This design comes from an exercise in tuning for small area, a short achievable clock period and few clock cycles per item on the open sky130 flow, not from production work. Only simulation tests tie the RTL to the original design; equivalence was not proved. No activity file was given, so power comes from the tool's default toggle rates.

### design.v
`timescale 1ns / 1ps
package ple_pkg;
   localparam int CAPACITY   = 64;
   localparam int DATA_WIDTH = 32;
   localparam int POS_W     = 7;
   localparam int VAL_W     = 32;
   localparam int CNT_OUT_W = 7;
   localparam int CNT_W     = $clog2(CAPACITY + 1);
   localparam logic [2:0] OP_INS_FIRST = 3'd0;
   localparam logic [2:0] OP_INS_LAST  = 3'd1;
   localparam logic [2:0] OP_INS_POS   = 3'd2;
   localparam logic [2:0] OP_DEL_FIRST = 3'd3;
   localparam logic [2:0] OP_DEL_LAST  = 3'd4;
   localparam logic [2:0] OP_DEL_POS   = 3'd5;
   localparam logic [2:0] OP_READ      = 3'd6;
   localparam logic [1:0] STS_OK     = 2'd0;
   localparam logic [1:0] STS_BADPOS = 2'd1;
   localparam logic [1:0] STS_EMPTY  = 2'd2;
   localparam logic [1:0] STS_FULL   = 2'd3;
endpackage
`timescale 1ns / 1ps
module ple_store
(
   input  logic                                clock,
   input  logic [7:0]                          wr_hi,
   input  logic [7:0]                          rd_hi,
   input  logic [7:0]                          slot_lo,
   input  logic [ple_pkg::DATA_WIDTH-1:0]      wr_value,
   output logic [ple_pkg::DATA_WIDTH-1:0]      rd_value
);
   localparam int N = ple_pkg::CAPACITY;
   localparam int W = ple_pkg::DATA_WIDTH;
   logic [W-1:0] mem [0:N-1];
   genvar i;
   generate
      for (i = 0; i < N; i++) begin : g_slot
         always_ff @(posedge clock) begin
            if (wr_hi[i / 8] && slot_lo[i % 8]) mem[i] <= wr_value;
         end
      end
   endgenerate
   always_comb begin
      rd_value = '0;
      for (int k = 0; k < N; k++) begin
         rd_value = rd_value | ({W{rd_hi[k / 8] & slot_lo[k % 8]}} & mem[k]);
      end
   end
endmodule
`timescale 1ns / 1ps
module positional_list_engine_unit
(
   input  logic                        clock,
   input  logic                        reset,
   input  logic                        req_valid,
   output logic                        req_ready,
   input  logic [2:0]                  req_opcode,
   input  logic signed [ple_pkg::VAL_W-1:0]     req_value,
   input  logic [ple_pkg::POS_W-1:0]            req_position,
   output logic                        rsp_valid,
   input  logic                        rsp_ready,
   output logic [1:0]                  rsp_status,
   output logic [ple_pkg::CNT_OUT_W-1:0]        rsp_element_count,
   output logic signed [ple_pkg::VAL_W-1:0]     rsp_read_value
);
   localparam int N  = ple_pkg::CAPACITY;
   localparam int W  = ple_pkg::DATA_WIDTH;
   localparam int CW = ple_pkg::CNT_W;
   localparam int PW = ple_pkg::POS_W;
   localparam int RW = 2 + CW + W;
   logic                       s0_valid;
   logic [2:0]                 s0_op;
   logic [W-1:0]               s0_val;
   logic [PW-1:0]              s0_pos;
   logic                       req_ready_ff;
   logic                       s0_ins, s0_il, s0_ins_fp, s0_del_fp, s0_rd;
   logic [8:0]                 s0_hi_eq, s0_hi_lt;
   logic [7:0]                 s0_lo_eq, s0_lo_le;
   logic [CW-1:0]              count_ff;
   logic [5:0]                 ptr [0:N-1];
   logic                       b_v;
   logic [1:0]                 b_sts;
   logic [CW-1:0]              b_cnt;
   logic [7:0]                 b_wr_hi, b_rd_hi, b_slot_lo;
   logic [W-1:0]               b_val;
   logic                       out_v, sk_v;
   logic [RW-1:0]              out_ff, sk_ff;
   logic                       enq, exec;
   logic                       op_ins, op_il, op_ins_fp, op_del_fp, op_rd;
   logic                       full, empty;
   logic [N-1:0]               oh, th, eq_n, xsel;
   logic                       q_lt_n, q_le_n;
   logic                       e_ins, e_del;
   logic [5:0]                 x_slot, b_slot_in;
   logic [1:0]                 sts;
   logic                       ins_ok, del_ok;
   logic [CW-1:0]              count_new;
   assign enq  = b_v & ~(out_v & sk_v);
   assign exec = s0_valid & (~b_v | ~(out_v & sk_v));
   always_comb begin
      op_ins    = s0_ins;
      op_il     = s0_il;
      op_ins_fp = s0_ins_fp;
      op_del_fp = s0_del_fp;
      op_rd     = s0_rd;
      full      = count_ff[CW-1];
      empty     = (count_ff == '0);
      for (int i = 0; i < N; i++) begin
         oh[i]   = s0_hi_eq[(i + 1) / 8] & s0_lo_eq[(i + 1) % 8];
         th[i]   = s0_hi_lt[(i + 1) / 8] | (s0_hi_eq[(i + 1) / 8] & s0_lo_le[(i + 1) % 8]);
         eq_n[i] = (count_ff == CW'(i));
      end
      xsel   = op_il ? eq_n : oh;
      q_lt_n = (s0_pos != '0) && ({1'b0, s0_pos} <= {1'b0, count_ff});
      q_le_n = (s0_pos != '0) && ({1'b0, s0_pos} <= ({1'b0, count_ff} + 1'b1));
      e_ins  = exec & op_ins_fp & ~full;
      e_del  = exec & op_del_fp;
   end
   always_comb begin
      x_slot = '0;
      for (int i = 0; i < N; i++) begin
         x_slot = x_slot | ({6{xsel[i]}} & ptr[i]);
      end
      b_slot_in = op_ins_fp ? ptr[N-1] : x_slot;
   end
   genvar gi;
   generate
      for (gi = 0; gi < N; gi++) begin : g_ptr
         logic [5:0] lower, upper;
         logic       sel_v, sel_r, sel_l;
         if (gi == 0) begin : g_lo0
            assign lower = ptr[gi];
            assign sel_r = 1'b0;
         end else begin : g_lo
            assign lower = ptr[gi-1];
            assign sel_r = e_ins & th[gi-1];
         end
         if (gi == N - 1) begin : g_upN
            assign upper = x_slot;
         end else begin : g_up
            assign upper = ptr[gi+1];
         end
         assign sel_v = e_ins & oh[gi];
         assign sel_l = e_del & th[gi];
         always_ff @(posedge clock) begin
            if (reset)      ptr[gi] <= 6'(gi);
            else if (sel_v) ptr[gi] <= ptr[N-1];
            else if (sel_r) ptr[gi] <= lower;
            else if (sel_l) ptr[gi] <= upper;
         end
      end
   endgenerate
   always_comb begin
      sts    = ple_pkg::STS_OK;
      ins_ok = 1'b0;
      del_ok = 1'b0;
      unique case (s0_op)
         ple_pkg::OP_INS_FIRST, ple_pkg::OP_INS_LAST: begin
            if (full) sts = ple_pkg::STS_FULL;
            else      ins_ok = 1'b1;
         end
         ple_pkg::OP_INS_POS: begin
            if (!q_le_n)   sts = ple_pkg::STS_BADPOS;
            else if (full) sts = ple_pkg::STS_FULL;
            else           ins_ok = 1'b1;
         end
         ple_pkg::OP_DEL_FIRST, ple_pkg::OP_DEL_LAST: begin
            if (empty) sts = ple_pkg::STS_EMPTY;
            else       del_ok = 1'b1;
         end
         ple_pkg::OP_DEL_POS, ple_pkg::OP_READ: begin
            if (!q_lt_n) sts = ple_pkg::STS_BADPOS;
            else         del_ok = (s0_op == ple_pkg::OP_DEL_POS);
         end
         default: ;
      endcase
      count_new = ins_ok ? (count_ff + 1'b1) : del_ok ? (count_ff - 1'b1) : count_ff;
   end
   logic [W-1:0]  rd_value;
   logic [RW-1:0] rsp_b;
   ple_store u_store (
      .clock    (clock),
      .wr_hi    (b_wr_hi & {8{b_v}}),
      .rd_hi    (b_rd_hi),
      .slot_lo  (b_slot_lo),
      .wr_value (b_val),
      .rd_value (rd_value)
   );
   assign rsp_b = {b_sts, b_cnt, rd_value};
   always_ff @(posedge clock) begin
      if (exec) begin
         b_sts  <= sts;
         b_cnt  <= count_new;
         b_val  <= s0_val;
         for (int k = 0; k < 8; k++) begin
            b_wr_hi[k]   <= op_ins & ~full & (b_slot_in[5:3] == 3'(k));
            b_rd_hi[k]   <= op_rd & q_lt_n & (b_slot_in[5:3] == 3'(k));
            b_slot_lo[k] <= (b_slot_in[2:0] == 3'(k));
         end
      end
   end
   logic keep_out, s0_valid_in, b_v_in, out_v_in, sk_v_in;
   always_comb begin
      keep_out    = out_v & ~rsp_ready;
      s0_valid_in = (req_valid & req_ready_ff) | (s0_valid & ~exec);
      b_v_in      = exec | (b_v & ~enq);
      out_v_in    = keep_out | sk_v | enq;
      sk_v_in     = keep_out ? (sk_v | enq) : (sk_v & enq);
   end
   always_ff @(posedge clock) begin
      if (reset) begin
         s0_valid     <= 1'b0;
         b_v          <= 1'b0;
         out_v        <= 1'b0;
         sk_v         <= 1'b0;
         count_ff     <= '0;
         req_ready_ff <= 1'b1;
      end else begin
         s0_valid     <= s0_valid_in;
         b_v          <= b_v_in;
         out_v        <= out_v_in;
         sk_v         <= sk_v_in;
         if (exec) count_ff <= count_new;
         req_ready_ff <= ~s0_valid_in | ~b_v_in | ~(out_v_in & sk_v_in);
      end
   end
   logic          first_op, pos_inr;
   logic [PW-1:0] pos_in;
   always_comb begin
      first_op = (req_opcode == ple_pkg::OP_INS_FIRST) || (req_opcode == ple_pkg::OP_DEL_FIRST);
      pos_in   = first_op ? PW'(1) : req_position;
      pos_inr  = (pos_in != '0) && (pos_in <= PW'(N));
   end
   always_ff @(posedge clock) begin
      if (req_ready_ff) begin
         s0_op     <= req_opcode;
         s0_val    <= W'(req_value);
         s0_pos    <= pos_in;
         s0_ins    <= (req_opcode == ple_pkg::OP_INS_FIRST) || (req_opcode == ple_pkg::OP_INS_LAST) ||
                      (req_opcode == ple_pkg::OP_INS_POS);
         s0_il     <= (req_opcode == ple_pkg::OP_INS_LAST);
         s0_ins_fp <= (req_opcode == ple_pkg::OP_INS_FIRST) || (req_opcode == ple_pkg::OP_INS_POS);
         s0_del_fp <= (req_opcode == ple_pkg::OP_DEL_FIRST) || (req_opcode == ple_pkg::OP_DEL_POS);
         s0_rd     <= (req_opcode == ple_pkg::OP_READ);
         for (int k = 0; k < 9; k++) begin
            s0_hi_eq[k] <= pos_inr && (pos_in[6:3] == 4'(k));
            s0_hi_lt[k] <= pos_inr && (pos_in[6:3] < 4'(k));
         end
         for (int k = 0; k < 8; k++) begin
            s0_lo_eq[k] <= (pos_in[2:0] == 3'(k));
            s0_lo_le[k] <= (pos_in[2:0] <= 3'(k));
         end
      end
   end
   always_ff @(posedge clock) begin
      if (enq) sk_ff <= rsp_b;
      if (!keep_out) out_ff <= sk_v ? sk_ff : rsp_b;
   end
   assign req_ready         = req_ready_ff;
   assign rsp_valid         = out_v;
   assign rsp_status        = out_ff[RW-1 -: 2];
   assign rsp_element_count = ple_pkg::CNT_OUT_W'(out_ff[W +: CW]);
   assign rsp_read_value    = out_ff[W-1:0];
endmodule
### run.sh
#!/bin/bash
# synth_recipe.tcl (not shown) runs the flow's synth.tcl, then flattens the netlist and writes it again
# the make line also repeats each setting of config.mk as NAME=value (left out here)
make -C /OpenROAD-flow-scripts/flow DESIGN_CONFIG=/design/flow/config.mk WORK_HOME=/design/flow/orfs CLKGATE_MAP_FILE= SYNTH_SCRIPT=/design/flow/synth_recipe.tcl finish
### config.mk
export PLATFORM = sky130hd
export DESIGN_NAME = positional_list_engine_unit
export DESIGN_NICKNAME = positional_list_engine_unit
export VERILOG_FILES = /design/flow/design.v
export SDC_FILE = /design/flow/constraint.sdc
export NUM_CORES = 4
export LEC_CHECK = 0
export CAP_MARGIN = 20
export CORE_MARGIN = 2
export CORE_UTILIZATION = 50
export PLACE_DENSITY = 0.6
export SETUP_SLACK_MARGIN = 4.6
export SLEW_MARGIN = 20
### constraint.sdc
create_clock -name core_clock -period 8.0 [get_ports {clock}]
set_input_delay 1.6000 -clock core_clock [delete_from_list [all_inputs] [get_ports {clock}]]
set_output_delay 1.6000 -clock core_clock [all_outputs]
set_load 0.01 [all_outputs]
==> results_dict.tcl, run 1 <==
set metrics [dict create \
    arrival_ns 4.40 \
    crit_chain "buf_12 -> buf_16 -> a222oi_1 -> o32ai_2 -> a311oi_2 -> o2111ai_2 -> nor4_2 -> buf_4 -> a2bb2oi_4 -> nand2_2 -> nor2_2" \
    rrSetupSlack_ns 4.23 \
    netSwitchingPower_w 0.007296 \
    cts-root-buf "clkbuf_16" \
    max-vdd-ir-drop_mv 0.2581 \
    die_area_sq_mm 0.2256 \
    power_leakage_nw 43.66 \
    worst_slack_ns 4.231 \
    hp-class "register to register" \
    wl_per_cell_um 50.35 \
    clkLatencyLatePin_ns 0.94 \
    endpoint_kind "register" \
    syn_area_sq_mm 0.1109 \
    clock_skew_ns 0.09779 \
    start_util_pct 50.38 \
    fmax_mhz 265.3 \
    routed_wl_mm 571.6 \
    synth_edf_count 2274 \
    cts_inserted_buffers 289 \
    period_share_pct 47.11 \
    crit_fanout 5 \
    grt_max_degree 140 \
    ctsLongestPathBuffers 4 \
    final_nets 8223 \
    coreArea_sq_mm 0.2202 \
    drtAntennaViolNets 0 \
    drcViolationCount 0 \
    cellInternalPower_w 0.02328 \
    grt_pass1_vias 78861 \
    dp_worst_setup_slack_ns 3.115 \
    tritoncts "yes" \
    fillers 17316 \
    rsz0062_at_grt "true" \
    firstDrtPassIters 10 \
    clk_pin_slew_ns 0.06 \
    drive_gt1_share_pct 14.60 \
    slowest_stage "a222oi_1" \
    postCtsHoldBufs 0 \
    worst_slew_pin_slew_ns 1.377 \
    antenna_found_initial 40 \
    regArea_sq_mm 0.07625 \
    hpwl_mm 326.1 \
    routabilityCongestion 1.134 \
    max-cap-violations 0 \
    hold_viol_final 0 \
    viasPerCell 7.685 \
    p_seq_share_pct 50.7 \
    grt-ovfl-total 0 \
    syn_nets 8097 \
    setup_viol 0 \
    fp.dieH_um 475.0 \
    grt_pass1_wl_mm 738.8 \
    multiInputGateArea_sq_mm 0.03344 \
    combPwrFrac_pct 6.7 \
    finalSetupTns_ns 0 \
    synth_cells 8032 \
    utilization_pct 57.90 \
    synth.distinct_cells 98 \
    path_class "register to register" \
    synthArstFlopShare_pct 0 \
    critical-path-top-delay-family "compound AO/OA/AOI/OAI gates" \
    grt_usage_pct 49.51 \
    avgSynthCellArea_sq_um 13.81 \
    yosysWarnings 4 \
    cts_sinks 2670 \
    critPathLaunchType "register" \
    pin_count 89 \
    synth-seq-cells 2670 \
    area_growth_pct 14.94 \
    slew_headroom_pct 8.213 \
    switching_share_pct 23.86 \
    portBuffers 88 \
    seq_area_frac_synth_pct 68.72 \
    ys.flop_type "edfxtp_1" \
    cpPeakStageDelay_ns 1.15 \
    required_ns 8.63 \
    cp.buffers_inverters 3 \
    min_period_ns 3.769 \
    die-width_um 475.0 \
    htree_levels 5 \
    drt_iter0_drc 17857 \
    power_frac_clock_pct 42.7 \
    p_per_area_mw_per_mm2 239.9 \
    vias 87250 \
    finalMaxSlewViolations 0 \
    status "complete, no violations" \
    rows 172 \
]
Yosys cell counts (19+ instances only):
library cell  instances  area, sq um
edfxtp_1           2274        68290
nand2_1             599         2248
a22o_1              576         5045
clkbuf_1            548         2057
a221oi_1            534         4677
nor2_1              418         1569
mux2i_1             412         4124
dfxtp_1             396         7928
a21oi_1             285         1426
o21ai_0             261         1306
nand4_1             154        963.4
a22oi_1             137         1028
and3_1              127        794.5
nand3_1             126        630.6
o211ai_1            125        938.4
a211oi_1            120        900.9
and2_1               83        519.3
buf_2                80        400.4
mux2_2               57        641.9
o22ai_1              45        281.5
buf_1                42        157.7
inv_1                41        153.9
a21o_1               36        270.3
nor3_1               35        175.2
or4_1                35        262.8
nand2b_1             32        200.2
a32oi_1              31        271.5
a222oi_1             28        280.3
nor2b_1              28        175.2
nor4_1               25        156.4
nand3b_1             21        157.7
ha_1                 19        237.7
worst register-to-register path, cell delays in order (launching register included):
cell and delay [ns]:
edfxtp_1 0.41, buf_12 0.16, buf_16 0.14, a222oi_1 1.16
o32ai_2 0.29, a311oi_2 0.31, o2111ai_2 0.22, nor4_2 0.27
buf_4 0.23, a2bb2oi_4 0.11, nand2_2 0.15, nor2_2 0.05
cell type report:
type,instances,area share [%]
Sequential cell,2670,59.82
Multi-Input combinational cell,4643,26.23
Clock buffer,377,6.136
Timing Repair Buffer,506,3.817
Tap cell,2958,2.903
Clock inverter,121,0.8706
Inverter,48,0.1629
Antenna cell,30,0.05889
power groups by stage:
stage	clock network [W]	registers (W)	logic (W)
6_report	0.0130	0.0155	0.00203
3_3_place_gp	0	0.0158	0.00173
4_1_cts	0.0130	0.0155	0.00186
5_1_grt	0.0135	0.0155	0.00203
3_5_place_dp	0	0.0158	0.00174
2_1_floorplan	0	0.0157	0.000860
registers in the layout, summed over array words and instances, names as in the netlist, 7 cells and up:
signal,count
out_ff,41
s0_val,32
s0_lo_eq,8
s0_lo_le,7
u_store.mem,2048
s0_hi_eq,9
s0_pos,7
sk_ff,41
b_cnt,7
count_ff,7
s0_hi_lt,8
b_val,32
ptr,384
b_wr_hi,8
b_rd_hi,8
b_slot_lo,8
final timing paths:
check                   start         end  cells past startpoint
setup reg to reg  s0_lo_eq[2]  b_rd_hi[5]                     11
setup / recovery  s0_lo_eq[2]  b_rd_hi[5]                     11
hold reg to reg     s0_val[7]    b_val[7]                      0
hold / removal      s0_val[7]    b_val[7]                      0
metrics by stage:
step | area (sq um) | power, W | hold slack [ns] | instances
floorplan | 110900 | 0.01654 | 0.4003 | 8032
global placement | 115400 | 0.01752 | 0.4004 | 10677
detailed placement | 115400 | 0.01753 | 0.4045 | 10680
CTS | 126100 | 0.03031 | 0.4154 | 11268
global route | 127400 | 0.03099 | 0.4183 | 11326
finish | 127500 | 0.03058 | 0.4140 | 11353
cell usage in the layout (no fill, tap or decap), drive strengths merged, types with 121 or more instances in the layout:
cell / count
edfxtp: 2274
nand2: 600
dfxtp: 396
clkbuf: 386
and3: 127
nor2: 418
a22oi: 137
a221oi: 535
o21ai: 271
a211oi: 121
nand4: 154
nand3: 126
buf: 410
mux2i: 412
a21oi: 287
o211ai: 125
a22o: 576
metal layers:
layer	GRT usage [%]	wire length, um	up-vias
met3	15.69	80810	2630
met5	0	163	-
li1	-	-	32637
met1	59.18	185000	43212
met4	42.88	62460	20
met2	72.41	243200	8751
repair_timing:
action / CTS / global route
pin swaps: 44 / 49
resized for setup: 243 / 187
setup endpoints to repair: 393 / 204
setup buffers: 83 / 43
cloned: 7 / 5
cells by family after synthesis:
logic type | count (synthesis) | synth area share, %
compound gates | 2354 | 16.19
simple gates | 1783 | 7.896
flops | 2670 | 68.72
other cells | 1 | 0.003381
mux | 472 | 4.338
xor+xnor | 11 | 0.08687
buf+inv | 722 | 2.551
fa+ha+maj | 19 | 0.2144
Testbench counts, summed over its fixed seeds: cycles 12,024, items 12,000.
==> inputs of run 2 (changes only) <==
--- a/design.v
+++ b/design.v
@@ -23,9 +23,10 @@
 (
    input  logic                                clock,
    input  logic [7:0]                          wr_hi,
+   input  logic [7:0]                          wr_lo,
+   input  logic [ple_pkg::DATA_WIDTH-1:0]      wr_value,
    input  logic [7:0]                          rd_hi,
-   input  logic [7:0]                          slot_lo,
-   input  logic [ple_pkg::DATA_WIDTH-1:0]      wr_value,
+   input  logic [7:0]                          rd_lo,
    output logic [ple_pkg::DATA_WIDTH-1:0]      rd_value
 );
    localparam int N = ple_pkg::CAPACITY;
@@ -35,14 +36,14 @@
    generate
       for (i = 0; i < N; i++) begin : g_slot
          always_ff @(posedge clock) begin
-            if (wr_hi[i / 8] && slot_lo[i % 8]) mem[i] <= wr_value;
+            if (wr_hi[i / 8] && wr_lo[i % 8]) mem[i] <= wr_value;
          end
       end
    endgenerate
    always_comb begin
       rd_value = '0;
       for (int k = 0; k < N; k++) begin
-         rd_value = rd_value | ({W{rd_hi[k / 8] & slot_lo[k % 8]}} & mem[k]);
+         rd_value = rd_value | ({W{rd_hi[k / 8] & rd_lo[k % 8]}} & mem[k]);
       end
    end
 endmodule
@@ -72,7 +73,7 @@
    logic [W-1:0]               s0_val;
    logic [PW-1:0]              s0_pos;
    logic                       req_ready_ff;
-   logic                       s0_ins, s0_il, s0_ins_fp, s0_del_fp, s0_rd;
+   logic                       s0_ins, s0_il, s0_del_fp, s0_rd;
    logic [8:0]                 s0_hi_eq, s0_hi_lt;
    logic [7:0]                 s0_lo_eq, s0_lo_le;
    logic [CW-1:0]              count_ff;
@@ -80,17 +81,17 @@
    logic                       b_v;
    logic [1:0]                 b_sts;
    logic [CW-1:0]              b_cnt;
-   logic [7:0]                 b_wr_hi, b_rd_hi, b_slot_lo;
-   logic [W-1:0]               b_val;
+   logic [7:0]                 b_rd_hi, b_rd_lo;
    logic                       out_v, sk_v;
    logic [RW-1:0]              out_ff, sk_ff;
    logic                       enq, exec;
-   logic                       op_ins, op_il, op_ins_fp, op_del_fp, op_rd;
+   logic                       op_ins, op_il, op_del_fp, op_rd;
    logic                       full, empty;
-   logic [N-1:0]               oh, th, eq_n, xsel;
+   logic [N-1:0]               oh, th, eq_n, ge_n, ins_oh, ins_th;
    logic                       q_lt_n, q_le_n;
    logic                       e_ins, e_del;
-   logic [5:0]                 x_slot, b_slot_in;
+   logic [5:0]                 x_slot;
+   logic [7:0]                 wr_hi, wr_lo;
    logic [1:0]                 sts;
    logic                       ins_ok, del_ok;
    logic [CW-1:0]              count_new;
@@ -99,7 +100,6 @@
    always_comb begin
       op_ins    = s0_ins;
       op_il     = s0_il;
-      op_ins_fp = s0_ins_fp;
       op_del_fp = s0_del_fp;
       op_rd     = s0_rd;
       full      = count_ff[CW-1];
@@ -108,19 +108,24 @@
          oh[i]   = s0_hi_eq[(i + 1) / 8] & s0_lo_eq[(i + 1) % 8];
          th[i]   = s0_hi_lt[(i + 1) / 8] | (s0_hi_eq[(i + 1) / 8] & s0_lo_le[(i + 1) % 8]);
          eq_n[i] = (count_ff == CW'(i));
-      end
-      xsel   = op_il ? eq_n : oh;
+         ge_n[i] = (count_ff <= CW'(i));
+      end
+      ins_oh = op_il ? eq_n : oh;
+      ins_th = op_il ? ge_n : th;
       q_lt_n = (s0_pos != '0) && ({1'b0, s0_pos} <= {1'b0, count_ff});
       q_le_n = (s0_pos != '0) && ({1'b0, s0_pos} <= ({1'b0, count_ff} + 1'b1));
-      e_ins  = exec & op_ins_fp & ~full;
+      e_ins  = exec & op_ins & ~full;
       e_del  = exec & op_del_fp;
    end
    always_comb begin
       x_slot = '0;
       for (int i = 0; i < N; i++) begin
-         x_slot = x_slot | ({6{xsel[i]}} & ptr[i]);
-      end
-      b_slot_in = op_ins_fp ? ptr[N-1] : x_slot;
+         x_slot = x_slot | ({6{oh[i]}} & ptr[i]);
+      end
+      for (int k = 0; k < 8; k++) begin
+         wr_hi[k] = e_ins & (ptr[N-1][5:3] == 3'(k));
+         wr_lo[k] = (ptr[N-1][2:0] == 3'(k));
+      end
    end
    genvar gi;
    generate
@@ -132,14 +137,14 @@
             assign sel_r = 1'b0;
          end else begin : g_lo
             assign lower = ptr[gi-1];
-            assign sel_r = e_ins & th[gi-1];
+            assign sel_r = e_ins & ins_th[gi-1];
          end
          if (gi == N - 1) begin : g_upN
             assign upper = x_slot;
          end else begin : g_up
             assign upper = ptr[gi+1];
          end
-         assign sel_v = e_ins & oh[gi];
+         assign sel_v = e_ins & ins_oh[gi];
          assign sel_l = e_del & th[gi];
          always_ff @(posedge clock) begin
             if (reset)      ptr[gi] <= 6'(gi);
@@ -179,10 +184,11 @@
    logic [RW-1:0] rsp_b;
    ple_store u_store (
       .clock    (clock),
-      .wr_hi    (b_wr_hi & {8{b_v}}),
-      .rd_hi    (b_rd_hi),
-      .slot_lo  (b_slot_lo),
-      .wr_value (b_val),
+      .wr_hi    (wr_hi),
+      .wr_lo    (wr_lo),
+      .wr_value (s0_val),
+      .rd_hi    (b_rd_hi & {8{~sk_v}}),
+      .rd_lo    (b_rd_lo),
       .rd_value (rd_value)
    );
    assign rsp_b = {b_sts, b_cnt, rd_value};
@@ -190,11 +196,9 @@
       if (exec) begin
          b_sts  <= sts;
          b_cnt  <= count_new;
-         b_val  <= s0_val;
          for (int k = 0; k < 8; k++) begin
-            b_wr_hi[k]   <= op_ins & ~full & (b_slot_in[5:3] == 3'(k));
-            b_rd_hi[k]   <= op_rd & q_lt_n & (b_slot_in[5:3] == 3'(k));
-            b_slot_lo[k] <= (b_slot_in[2:0] == 3'(k));
+            b_rd_hi[k] <= op_rd & q_lt_n & (x_slot[5:3] == 3'(k));
+            b_rd_lo[k] <= (x_slot[2:0] == 3'(k));
          end
       end
    end
@@ -238,7 +242,6 @@
          s0_ins    <= (req_opcode == ple_pkg::OP_INS_FIRST) || (req_opcode == ple_pkg::OP_INS_LAST) ||
                       (req_opcode == ple_pkg::OP_INS_POS);
          s0_il     <= (req_opcode == ple_pkg::OP_INS_LAST);
-         s0_ins_fp <= (req_opcode == ple_pkg::OP_INS_FIRST) || (req_opcode == ple_pkg::OP_INS_POS);
          s0_del_fp <= (req_opcode == ple_pkg::OP_DEL_FIRST) || (req_opcode == ple_pkg::OP_DEL_POS);
          s0_rd     <= (req_opcode == ple_pkg::OP_READ);
          for (int k = 0; k < 9; k++) begin
@@ -253,7 +256,10 @@
    end
    always_ff @(posedge clock) begin
       if (enq) sk_ff <= rsp_b;
-      if (!keep_out) out_ff <= sk_v ? sk_ff : rsp_b;
+      if (!keep_out) begin
+         out_ff[RW-1:W] <= sk_v ? sk_ff[RW-1:W] : rsp_b[RW-1:W];
+         out_ff[W-1:0]  <= ({W{sk_v}} & sk_ff[W-1:0]) | rd_value;
+      end
    end
    assign req_ready         = req_ready_ff;
    assign rsp_valid         = out_v;
--- a/config.mk
+++ b/config.mk
@@ -8,6 +8,8 @@
 export CAP_MARGIN = 20
 export CORE_MARGIN = 2
 export CORE_UTILIZATION = 50
-export PLACE_DENSITY = 0.6
+export CTS_CLUSTER_DIAMETER = 80
+export CTS_CLUSTER_SIZE = 30
+export PLACE_DENSITY = 0.55
 export SETUP_SLACK_MARGIN = 4.6
 export SLEW_MARGIN = 20
==> run 2 against run 1 <==
  * Largest cell class unchanged
  * Highest routed layer unchanged
  * Critical endpoint is now out_ff[14]
  * Core utilization decreased by 0.93 points
  * Combinational power increased by 19%
  * First-iteration DRC count increased by 12%
  * Global-route usage increased by 1.7 points
  * Fmax increased by 5.0%
  * Setup slack improved by 0.18 ns
  * Critical path depth decreased by 2
  * Critical path type unchanged
  * Hold slack improved by 0.041 ns
  * Total power decreased by 14%
  * Synthesized cell count decreased by 1.2%
  * Via count increased by 0.63%
  * Still clean
==> results_dict.tcl, run 2 <==
set metrics [dict create \
    status "complete, no violations" \
    grt_pass1_vias 78887 \
    max-cap-violations 0 \
    netlist.area_leader.share_pct 61.24 \
    largest_reg_flops 2048 \
    drcViolationCount 0 \
    htree_levels 4 \
    drive_gt1_share_pct 15.18 \
    drtAntennaViolNets 0 \
    cts_sinks 2629 \
    dp_worst_setup_slack_ns 2.969 \
    synth_edf_count 2233 \
    top_layer "met5" \
    drt_iter0_drc 20022 \
    avgSynthCellArea_sq_um 13.80 \
    regMostFlops "u_store.mem" \
    path_class "register to register" \
    critPathLaunchType "register" \
    synth_cells 7932 \
    synth_most_common_cell "edfxtp_1" \
    routed_wl_mm 588.8 \
    setup_viol 0 \
    coreArea_sq_mm 0.2174 \
    routabilityCongestion 1.087 \
    synth-seq-cells 2629 \
    postCtsHoldBufs 0 \
    endpoint_kind "register" \
    cts-root-buf "clkbuf_16" \
    final_common_cell "edfxtp_1" \
    netlist_top_cells_count "edfxtp_1 (2233), a22oi_1 (624), clkbuf_1 (516)" \
    finalSetupTns_ns 0 \
    hp-class "register to register" \
    synthArstFlopShare_pct 0 \
    arrival_ns 4.23 \
    syn_nets 7996 \
    wl_met1_mm 183.9 \
    wl_per_cell_um 53.34 \
    period_share_pct 44.87 \
    antenna_found_initial 54 \
    tritoncts "yes" \
    ctsLongestPathBuffers 3 \
    ys.flop_type "edfxtp_1" \
    worst_slew_pin_slew_ns 1.293 \
    hpwl_mm 349.5 \
    max-vdd-ir-drop_mv 0.2049 \
    fillers 17435 \
    portBuffers 88 \
    grt-ovfl-total 0 \
    die-width_um 472.0 \
    slew_headroom_pct 13.39 \
    grt_usage_pct 51.22 \
    placedCellCount 10539 \
    cts_inserted_buffers 137 \
    grt_pass1_wl_mm 756.5 \
    syn_area_sq_mm 0.1095 \
    area_growth_pct 13.09 \
    min_period_ns 3.589 \
    yosysWarnings 4 \
    p_per_area_mw_per_mm2 212.4 \
    wl_met3_mm 89.70 \
    required_ns 8.64 \
    synthTopCellsByArea "edfxtp_1 (61%), dfxtp_1 (7.2%), a22oi_1 (4.3%)" \
    fin_cells 11039 \
    rrSetupSlack_ns 4.41 \
    rows 171 \
    final_nets 8105 \
    fmax_mhz 278.6 \
    viasPerCell 7.954 \
    start_util_pct 50.37 \
    hold_viol_final 0 \
    synth_top_area_cell "edfxtp_1" \
    power_leakage_nw 39.55 \
    vias 87803 \
    grt_max_degree 123 \
    met2_length_mm 246.2 \
    clock_skew_ns 0.05305 \
    largestRegisters "u_store.mem (2048), ptr (384)" \
    synth.distinct_cells 93 \
    fp.dieH_um 472.0 \
    finalMaxSlewViolations 0 \
    pin_count 89 \
    layout_common_cells "edfxtp_1 (2233), a22oi_1 (606), dfxtp_1 (382), buf_4 (372), nor2_1 (371)" \
    firstDrtPassIters 14 \
    clkLatencyLatePin_ns 0.88 \
    clk_pin_slew_ns 0.10 \
    rsz0062_at_grt "true" \
    die_area_sq_mm 0.2228 \
    crit_fanout 27 \
    holdWs_ns 0.4555 \
    worst_slack_ns 4.411 \
    seq_area_frac_synth_pct 68.48 \
]
run 2: changes by cell type after synthesis, sizes merged, moves of 41 or more:
cell	previous run	this run
a211o	14	207
and2	85	34
and3	127	68
nand2	600	350
mux2i	412	284
a22oi	137	624
a221oi	535	282
and3b	18	81
o21ai	271	208
nand3	126	246
o211ai	125	38
a22o	576	204
edfxtp	2274	2233
run 2: layer usage:
layer / vias to the layer above / track usage (%)
met5: - / 0
met1: 43526 / 60.33
li1: 32374 / -
met3: 2458 / 17.87
met4: 34 / 46.64
met2: 9411 / 73.71
run 2: final cells by class:
cell class                      count  area (sq um)  area share, %
Antenna cell                       45         112.6        0.09093
Clock buffer                      151          3628          2.930
Timing Repair Buffer              635          6487          5.239
Multi-Input combinational cell   4586         33700          27.21
Clock inverter                     87          1079         0.8709
Inverter                           52         231.5         0.1869
Sequential cell                  2629         75030          60.59
Tap cell                         2854          3571          2.884
run 2: cell families (layout without fill, tap and decap cells):
logic type                 count (synthesis)  after routing  synth area share [%]
DFF                                     2629           2629                 68.48
muxes                                    341            341                 3.182
other                                      1             46              0.003425
buffers and inverters                    718            925                 2.545
AOI/OAI and AO/OA                       2513           2513                 17.34
adders and majority gates                 18             18                0.2057
xor gates and xnor gates                  11             11               0.08798
and+or+nand+nor                         1701           1702                 8.160
run 2: what timing repair did:
action                                  4_1_cts  5_1_grt
pin swaps                                    80       37
gates resized for setup                     376      161
cloned                                       11        8
endpoints found under the setup margin     2388      507
buffers inserted                            146       49
run 2: critical path: stages (launching register included):
cell     delay (ns)
dfxtp_4        0.36
buf_6          0.16
buf_16         0.25
and3b_4        0.37
buf_6          0.24
a22oi_1        0.35
nand4_1        0.27
or4_4          0.62
or4_4          0.44
a21o_1         0.17
run 2: through the flow:
step / power [W] / utilization (%) / area [sq um]
final: 0.02630 / 56.97 / 123800
after global routing: 0.02660 / 56.93 / 123700
after CTS: 0.02596 / 56.29 / 122400
after detailed placement: 0.01753 / 52.76 / 114700
after global placement: 0.01752 / 52.70 / 114600
after floorplan: 0.01634 / - / 109600
run 2: worst paths after layout:
kind             from          to  depth (start not counted)
min          b_cnt[2]   sk_ff[34]                          0
min reg2reg  b_cnt[2]   sk_ff[34]                          0
max reg2reg      sk_v  out_ff[14]                          9
max              sk_v  out_ff[14]                          9
run 2: power breakdown:
part	internal, W	switching [W]
sequential	0.0150	0.000247
combinational	0.000621	0.00179
clock	0.00371	0.00498
total	0.0193	0.00702
Testbench counts of run 2, summed over its fixed seeds: cycles 12,024, items 12,000.
==> inputs of run 3 (changes only) <==
--- a/design.v
+++ b/design.v
@@ -82,6 +82,7 @@
    logic [1:0]                 b_sts;
    logic [CW-1:0]              b_cnt;
    logic [7:0]                 b_rd_hi, b_rd_lo;
+   logic [7:0]                 b_rd_hi_g;
    logic                       out_v, sk_v;
    logic [RW-1:0]              out_ff, sk_ff;
    logic                       enq, exec;
@@ -180,6 +181,7 @@
       endcase
       count_new = ins_ok ? (count_ff + 1'b1) : del_ok ? (count_ff - 1'b1) : count_ff;
    end
+   logic keep_out, s0_valid_in, b_v_in, out_v_in, sk_v_in;
    logic [W-1:0]  rd_value;
    logic [RW-1:0] rsp_b;
    ple_store u_store (
@@ -187,22 +189,28 @@
       .wr_hi    (wr_hi),
       .wr_lo    (wr_lo),
       .wr_value (s0_val),
-      .rd_hi    (b_rd_hi & {8{~sk_v}}),
+      .rd_hi    (b_rd_hi_g),
       .rd_lo    (b_rd_lo),
       .rd_value (rd_value)
    );
    assign rsp_b = {b_sts, b_cnt, rd_value};
-   always_ff @(posedge clock) begin
+   logic [7:0] b_rd_hi_in;
+   always_comb begin
+      for (int k = 0; k < 8; k++) begin
+         b_rd_hi_in[k] = exec ? (op_rd & q_lt_n & (x_slot[5:3] == 3'(k))) : b_rd_hi[k];
+      end
+   end
+   always_ff @(posedge clock) begin
+      b_rd_hi   <= b_rd_hi_in;
+      b_rd_hi_g <= b_rd_hi_in & {8{~sk_v_in}};
       if (exec) begin
          b_sts  <= sts;
          b_cnt  <= count_new;
          for (int k = 0; k < 8; k++) begin
-            b_rd_hi[k] <= op_rd & q_lt_n & (x_slot[5:3] == 3'(k));
             b_rd_lo[k] <= (x_slot[2:0] == 3'(k));
          end
       end
    end
-   logic keep_out, s0_valid_in, b_v_in, out_v_in, sk_v_in;
    always_comb begin
       keep_out    = out_v & ~rsp_ready;
       s0_valid_in = (req_valid & req_ready_ff) | (s0_valid & ~exec);
==> run 3 against run 2 <==
  * Still clean
  * Clock skew grew 0.0090 ns
  * Critical path depth unchanged
  * Hold slack better by 0.0042 ns
  * Synthesized area shrank 0.32%
  * Clock-buffer cell count fell by 1
  * Die area decreased by 0.32%
  * Register-to-register slack gained 0.05 ns
  * Fmax grew 1.6%
  * Global-route usage fell by 2.9 points
  * Synthesized cell count is essentially flat
  * First-iteration DRC count decreased by 5.1%
  * Largest cell class unchanged
  * Highest routed layer unchanged
==> results_dict.tcl, run 3 <==
set metrics [dict create \
    ctsLongestPathBuffers 3 \
    fmax_mhz 282.9 \
    antenna_found_initial 41 \
    die_area_sq_mm 0.2220 \
    grt_max_degree 195 \
    firstDrtPassIters 10 \
    hp-class "register to register" \
    synth-compound-area-share_pct 17.94 \
    synth_cells 7927 \
    synth-seq-cells 2637 \
    clk_pin_slew_ns 0.10 \
    viasPerCell 7.800 \
    arrival_ns 4.17 \
    crit_chain "buf_6 -> and2_4 -> buf_4 -> a22o_1 -> a221oi_2 -> nand4_1 -> nor4_1 -> nand3_1 -> a21o_1" \
    period_share_pct 44.18 \
    synth_adder_area_share_pct 0.2063 \
    critical-path-top-delay-family "simple AND/OR/NAND/NOR gates" \
    slowest_stage "nand4_1" \
    cts-root-buf "clkbuf_16" \
    grt_use_met1_pct 59.06 \
    fp.dieH_um 471.2 \
    endpoint_kind "register" \
    worst_slew_pin_slew_ns 1.385 \
    synth_top_family_by_area "compound AO/OA/AOI/OAI gates" \
    routabilityCongestion 1.048 \
    rows 171 \
    finalSetupTns_ns 0 \
    largest_reg_flops 2048 \
    status "complete, no violations" \
    portBuffers 88 \
    fin_cells 10972 \
    final_common_cell "edfxtp_1" \
    yosys.area_share.xor_xnor_pct 0.09629 \
    synth.distinct_cells 103 \
    synth_edf_count 2225 \
    avgSynthCellArea_sq_um 13.77 \
    grt_pass1_wl_mm 717.1 \
    cts_inserted_buffers 135 \
    synth_top_area_cell "edfxtp_1" \
    max-vdd-ir-drop_mv 0.2509 \
    synth_most_common_cell "edfxtp_1" \
    syn_area_sq_mm 0.1091 \
    crit_fanout 30 \
    grt_pass1_vias 76477 \
    critPathLaunchType "register" \
    synthMuxAreaShare_pct 3.483 \
    pin_count 89 \
    p_per_area_mw_per_mm2 211.6 \
    drtAntennaViolNets 0 \
    hpwl_mm 329.2 \
    coreArea_sq_mm 0.2172 \
    netlist.area_leader.share_pct 61.21 \
    setup_viol 0 \
    cpPeakStageDelay_ns 0.45 \
    seq_area_frac_synth_pct 68.77 \
    hold_viol_final 0 \
    drive_gt1_share_pct 13.64 \
    largestRegisters "u_store.mem (2048), ptr (384)" \
    top_usage_layer "met2" \
    syn_nets 7991 \
    grt-ovfl-total 0 \
    regMostFlops "u_store.mem" \
    worst_slack_ns 4.465 \
    p_total_w 0.02570 \
    rsz0062_at_grt "true" \
    slew_headroom_pct 7.640 \
    final_nets 8051 \
    synthArstFlopShare_pct 0 \
    drt_iter0_drc 19002 \
    drcViolationCount 0 \
    wl_per_cell_um 50.15 \
    ys.flop_type "edfxtp_1" \
    layout_common_cells "edfxtp_1 (2225), a22oi_1 (495), nand2_1 (405), dfxtp_1 (394), buf_4 (389)" \
    clock_skew_ns 0.06203 \
    synthTopCellsByArea "edfxtp_1 (61%), dfxtp_1 (7.6%), a22oi_1 (3.5%)" \
    placedCellCount 10555 \
    area_growth_pct 11.29 \
    met2_usage_pct 70.27 \
    power_leakage_nw 39.32 \
    max-cap-violations 0 \
    clkLatencyLatePin_ns 0.88 \
    tritoncts "yes" \
    routed_wl_mm 550.2 \
    utilization_pct 55.94 \
    finalMaxSlewViolations 0 \
    path_class "register to register" \
    yosysWarnings 4 \
    yosys.area_share.simple_pct 6.830 \
    grt_usage_pct 48.29 \
    grtUsageMet3_pct 15.74 \
    dp_worst_setup_slack_ns 3.368 \
    start_util_pct 50.26 \
    vias 85584 \
    required_ns 8.63 \
    min_period_ns 3.535 \
    htree_levels 4 \
    die-width_um 471.2 \
    cp.buffers_inverters 2 \
    netlist_top_cells_count "edfxtp_1 (2225), a22oi_1 (503), clkbuf_1 (466)" \
    cts_sinks 2637 \
]
## run 3: worst reg2reg max path: cells and delay by family (launching register included)
kind	cells	cell delay, ns
flops	1	0.44
buf+inv	2	0.58
simple gates	4	1.53
compound gates	3	0.76
## run 3: metrics by stage
stage	instance area [sq um]	hold slack [ns]
after global routing	121400	0.4632
final	121500	0.4597
after global placement	114200	0.4416
after floorplan	109200	0.4222
after CTS	120400	0.4579
after detailed placement	114200	0.4384
## run 3: area by class of cell
type / instances / area, sq um
fillers: 17559 / 95690
flip-flops and latches: 2637 / 75110
multi-input cells: 4566 / 32650
repair buffers: 573 / 5269
well taps: 2854 / 3571
clock buffers: 150 / 3497
clock inverters: 73 / 952.2
inverters: 74 / 312.8
diodes: 45 / 112.6
## run 3: timing repair
item	CTS	global route
pin swaps	43	15
gates resized for setup	226	120
setup buffers	97	43
hold endpoints to repair	0	0
cloned	3	3
setup endpoints to repair	2428	859
hold buffers	0	0
## run 3: path summary, 6_finish.rpt
kind              start         end  slack (ns)  depth (start not counted)
min reg2reg    b_cnt[6]   sk_ff[38]        0.46                          0
min            b_cnt[6]   sk_ff[38]        0.46                          0
max reg2reg  b_rd_lo[7]  out_ff[29]        4.47                          9
max          b_rd_lo[7]  out_ff[29]        4.47                          9
## run 3: cells by family after synthesis
kind of cell / Yosys count
fa+ha+maj: 18
simple gates: 1551
buf+inv: 725
other cells: 1
xor+xnor: 12
mux: 376
flops: 2637
compound gates: 2607
## run 3: report_power, final
part           internal [W]  switching, W
Clock               0.00355       0.00487
Combinational      0.000543       0.00145
Sequential           0.0150      0.000255
Total                0.0191       0.00658
## run 3: metal layers
metal	routed length [um]	share of wire, %	vias to the layer above
li1	-	-	32098
met3	80190	15	2095
met5	250	0.045	-
met1	180100	33	42752
met2	234900	43	8611
met4	54800	10	28
Testbench counts of run 3, summed over its fixed seeds: cycles 12,024, items 12,000.
==> inputs of run 4 (changes only) <==
--- a/design.v
+++ b/design.v
@@ -82,7 +82,6 @@
    logic [1:0]                 b_sts;
    logic [CW-1:0]              b_cnt;
    logic [7:0]                 b_rd_hi, b_rd_lo;
-   logic [7:0]                 b_rd_hi_g;
    logic                       out_v, sk_v;
    logic [RW-1:0]              out_ff, sk_ff;
    logic                       enq, exec;
@@ -181,7 +180,6 @@
       endcase
       count_new = ins_ok ? (count_ff + 1'b1) : del_ok ? (count_ff - 1'b1) : count_ff;
    end
-   logic keep_out, s0_valid_in, b_v_in, out_v_in, sk_v_in;
    logic [W-1:0]  rd_value;
    logic [RW-1:0] rsp_b;
    ple_store u_store (
@@ -189,28 +187,22 @@
       .wr_hi    (wr_hi),
       .wr_lo    (wr_lo),
       .wr_value (s0_val),
-      .rd_hi    (b_rd_hi_g),
+      .rd_hi    (b_rd_hi & {8{~sk_v}}),
       .rd_lo    (b_rd_lo),
       .rd_value (rd_value)
    );
    assign rsp_b = {b_sts, b_cnt, rd_value};
-   logic [7:0] b_rd_hi_in;
-   always_comb begin
-      for (int k = 0; k < 8; k++) begin
-         b_rd_hi_in[k] = exec ? (op_rd & q_lt_n & (x_slot[5:3] == 3'(k))) : b_rd_hi[k];
-      end
-   end
-   always_ff @(posedge clock) begin
-      b_rd_hi   <= b_rd_hi_in;
-      b_rd_hi_g <= b_rd_hi_in & {8{~sk_v_in}};
+   always_ff @(posedge clock) begin
       if (exec) begin
          b_sts  <= sts;
          b_cnt  <= count_new;
          for (int k = 0; k < 8; k++) begin
+            b_rd_hi[k] <= op_rd & q_lt_n & (x_slot[5:3] == 3'(k));
             b_rd_lo[k] <= (x_slot[2:0] == 3'(k));
          end
       end
    end
+   logic keep_out, s0_valid_in, b_v_in, out_v_in, sk_v_in;
    always_comb begin
       keep_out    = out_v & ~rsp_ready;
       s0_valid_in = (req_valid & req_ready_ff) | (s0_valid & ~exec);
==> flow/run.sh (new file) <==
#!/bin/bash
# The standard layout (standard.sh: the standard flow's synthesis and ORFS flow), with two
# settings changed: timing repair may resize cells across footprints, and the
# port buffers are buf_4 cells instead of the delay buffers buffer_ports picks.
set -o pipefail
export MATCH_CELL_FOOTPRINT=0
export BUFFER_PORTS_ARGS="-buffer_cell sky130_fd_sc_hd__buf_4"
bash standard.sh MATCH_CELL_FOOTPRINT=0 "BUFFER_PORTS_ARGS=-buffer_cell sky130_fd_sc_hd__buf_4" finish > standard_flow.log 2>&1
==> standard.sh (new file) <==
#!/bin/bash
# synth_recipe.tcl (not shown) runs the flow's synth.tcl, then flattens the netlist and writes it again
# the make line also repeats each setting of config.mk as NAME=value (left out here)
make -C /OpenROAD-flow-scripts/flow DESIGN_CONFIG=/design/flow/config.mk WORK_HOME=/design/flow/orfs CLKGATE_MAP_FILE= SYNTH_SCRIPT=/design/flow/synth_recipe.tcl "${@:-finish}"
removed: run.sh
==> run 4 against run 3 <==
  * Synthesized cell count barely moved
  * Sequential power barely moved
  * Critical path type unchanged
  * Hold slack got worse by 0.0016 ns
  * Register-to-register slack got worse by 0.02 ns
  * Sequential share of layout area fell by 1.4 points
  * Still clean
  * Clock skew rose by 0.0072 ns
  * Die area rose by 0.32%
  * Largest power group unchanged
  * Cell area rose by 2.2%
==> results_dict.tcl, run 4 <==
set metrics [dict create \
    status "complete, no violations" \
    grt-ovfl-total 0 \
    synthTopCellsByArea "edfxtp_1 (61%), dfxtp_1 (7.2%), a22oi_1 (4.3%)" \
    endpoint_kind "register" \
    drt_iter0_drc 19985 \
    netSwitchingPower_w 0.006913 \
    routabilityCongestion 1.072 \
    min_period_ns 3.558 \
    synth-seq-cells 2629 \
    met2_usage_pct 74.00 \
    grt_pass1_wl_mm 758.3 \
    ctsLongestPathBuffers 3 \
    drtAntennaViolNets 0 \
    finalSetupTns_ns 0 \
    power_frac_clock_pct 32.9 \
    top_usage_layer "met2" \
    synth_edf_count 2233 \
    avgSynthCellArea_sq_um 13.80 \
    regMostFlops "u_store.mem" \
    postCtsHoldBufs 0 \
    period_share_pct 44.47 \
    p_per_area_mw_per_mm2 211.0 \
    clk_pin_slew_ns 0.10 \
    netlist_top_cells_count "edfxtp_1 (2233), a22oi_1 (624), clkbuf_1 (516)" \
    largestRegisters "u_store.mem (2048), ptr (384)" \
    grt_max_degree 141 \
    syn_nets 7996 \
    die_area_sq_mm 0.2228 \
    fp.dieH_um 472.0 \
    drcViolationCount 0 \
    finalMaxSlewViolations 0 \
    synth.distinct_cells 93 \
    grtUsageMet3_pct 19.03 \
    hold_viol_final 0 \
    power_leakage_nw 39.82 \
    rrSetupSlack_ns 4.44 \
    grt_usage_pct 51.38 \
    antenna_found_initial 59 \
    fillers 17395 \
    viasPerCell 8.038 \
    hp-class "register to register" \
    crit_fanout 33 \
    switching_share_pct 26.39 \
    cts_inserted_buffers 135 \
    combPwrFrac_pct 9.1 \
    slew_headroom_pct 11.93 \
    die-width_um 472.0 \
    critPathLaunchType "register" \
    hpwl_mm 351.1 \
    cellInternalPower_w 0.01929 \
    coreArea_sq_mm 0.2174 \
    tritoncts "yes" \
    start_util_pct 50.37 \
    max-cap-violations 0 \
    pin_count 89 \
    clkLatencyLatePin_ns 0.89 \
    worst_slew_pin_slew_ns 1.316 \
    grt_pass1_vias 78818 \
    synthArstFlopShare_pct 0 \
    drive_gt1_share_pct 16.61 \
    path_class "register to register" \
    cts_sinks 2629 \
    setup_viol 0 \
    max-vdd-ir-drop_mv 0.2424 \
    htree_levels 4 \
    largest_reg_flops 2048 \
    rsz0062_at_grt "true" \
    area_growth_pct 13.39 \
    final_common_cell "edfxtp_1" \
    synth_top_area_cell "edfxtp_1" \
    layout_common_cells "edfxtp_1 (2233), a22oi_1 (599), buf_4 (477), dfxtp_1 (382), nor2_1 (372)" \
    vias 89040 \
    cts-root-buf "clkbuf_16" \
    final_nets 8129 \
    arrival_ns 4.02 \
    seq_area_frac_synth_pct 68.48 \
    routed_wl_mm 591.1 \
    syn_area_sq_mm 0.1095 \
    wl_per_cell_um 53.36 \
    netlist.area_leader.share_pct 61.24 \
    synth_cells 7932 \
    portBuffers 88 \
    worst_slack_ns 4.442 \
    fmax_mhz 281.1 \
    ys.flop_type "edfxtp_1" \
    p_seq_share_pct 58.0 \
    firstDrtPassIters 9 \
    yosysWarnings 4 \
    required_ns 8.47 \
    clock_skew_ns 0.06928 \
    dp_worst_setup_slack_ns 3.156 \
    rows 171 \
    synth_most_common_cell "edfxtp_1" \
    grt_use_met1_pct 60.53 \
]
[run 4: cell types whose count changed in the layout (fill, tap and decap cells not counted), moves of 46 or more]
cell,delta
o21ai_0,-86
nand2_1,-60
and4b_1,+46
mux2i_1,-62
o2bb2ai_1,+48
a21oi_1,-90
buf_4,+88
a211o_1,+86
a22oi_1,+104
nand3_1,+69
a22o_1,-120
a222oi_1,-93
clkdlybuf4s50_1,-68
[run 4: logic make-up after synthesis]
logic type               count (synthesis)  synth area share (%)
multiplexers                           341                 3.182
buffers and inverters                  718                 2.545
adder cells (fa/ha/maj)                 18                0.2057
AND/OR/NAND/NOR                       1701                 8.160
XOR/XNOR                                11               0.08798
AO/OA/AOI/OAI                         2513                 17.34
flip-flops                            2629                 68.48
other                                    1              0.003425
[run 4: power groups by stage]
stage                     logic (W)  clock network [W]  registers, W
after floorplan            0.000929                  0        0.0154
after global placement      0.00202                  0        0.0155
after detailed placement    0.00203                  0        0.0155
after CTS                   0.00214            0.00852        0.0152
after global routing        0.00233            0.00897        0.0152
final                       0.00238            0.00863        0.0152
[run 4: metrics by stage]
step | cell area [sq um] | power (W) | hold slack, ns | instances | util (%)
after floorplan | 109600 | 0.01634 | 0.4222 | 7932 | -
after global placement | 114500 | 0.01751 | 0.4304 | 10547 | 52.67
after detailed placement | 114700 | 0.01752 | 0.4343 | 10554 | 52.74
after CTS | 122200 | 0.02584 | 0.4627 | 10917 | 56.23
after global routing | 124000 | 0.02649 | 0.4723 | 11017 | 57.05
final | 124200 | 0.02620 | 0.4581 | 11078 | 57.12
[run 4: critical path, stage by stage (launching register included)]
cell and delay [ns]:
dfxtp_1 0.55, and3b_2 0.54, nand2_8 0.24, nor2_2 0.39
nand3_2 0.43, nor2_4 0.20, clkbuf_8 0.58
[run 4: area by class of cell]
type / count / area (sq um) / share of cell area (%)
sequential: 2629 / 75020 / 60.42
antenna: 67 / 167.7 / 0.1350
multi-input combinational: 4588 / 33860 / 27.27
clock inverter: 82 / 1111 / 0.8948
clock buffer: 147 / 3497 / 2.817
timing repair buffer: 659 / 6719 / 5.411
tap: 2854 / 3571 / 2.876
inverter: 52 / 215.2 / 0.1733
[run 4: repair_timing]
item,4_1_cts,5_1_grt
setup endpoints to repair,2206,441
pin swaps,59,29
resized for setup,398,166
gates cloned,16,11
hold endpoints to repair,0,0
setup buffers,118,79
[run 4: path summary, 6_finish.rpt]
| path | endpoint | depth (start not counted) | start |
|---|---|---|---|
| worst min register to register | sk_ff[37] | 0 | b_cnt[5] |
| worst min-delay path | sk_ff[37] | 0 | b_cnt[5] |
| worst max register to register | u_store.mem[31][26] | 6 | s0_valid |
| worst max-delay path | u_store.mem[31][26] | 6 | s0_valid |
[run 4: per-layer routing]
| metal | vias to the layer above | part of all wire, % |
|---|---|---|
| met2 | 9876 | 42 |
| li1 | 32485 | - |
| met1 | 43823 | 32 |
| met3 | 2826 | 15 |
| met5 | - | 0.038 |
| met4 | 30 | 11 |
Testbench counts of run 4, summed over its fixed seeds: cycles 12,024, items 12,000.

[static timing again, ports no longer ideal]
The flow's constraints put no driver on any port. The routed layouts listed below were extracted and timed again, unchanged, in two steps.
Step 1 sets driving cells, clkbuf_16 on the clock port and buf_2 on the other inputs (assumed; they add their load-dependent delay and slew).
Step 2, shift: input delay + t, output delay - t, t = (earliest + latest rising clock arrival at the registers) / 2. This alone moves slack from input paths to output paths.
Three values: ideal, step 1, step 2; two values: the first two.
run	t (ns)	setup slack, ns	clock arrival spread, ns
run 1	1.007	4.231 / 4.231 / 3.757	0.126 / 0.126
run 2	0.954	4.411 / 4.411 / 3.836	0.065 / 0.065
run 3	0.947	4.465 / 4.465 / 3.756	0.062 / 0.062
run 4	0.944	4.442 / 4.434 / 3.775	0.092 / 0.092
After both steps every run listed still meets setup and hold. For run 3, which loses most, drivers alone change the setup slack by 0.000 ns; drivers and shift together by -0.709 ns.
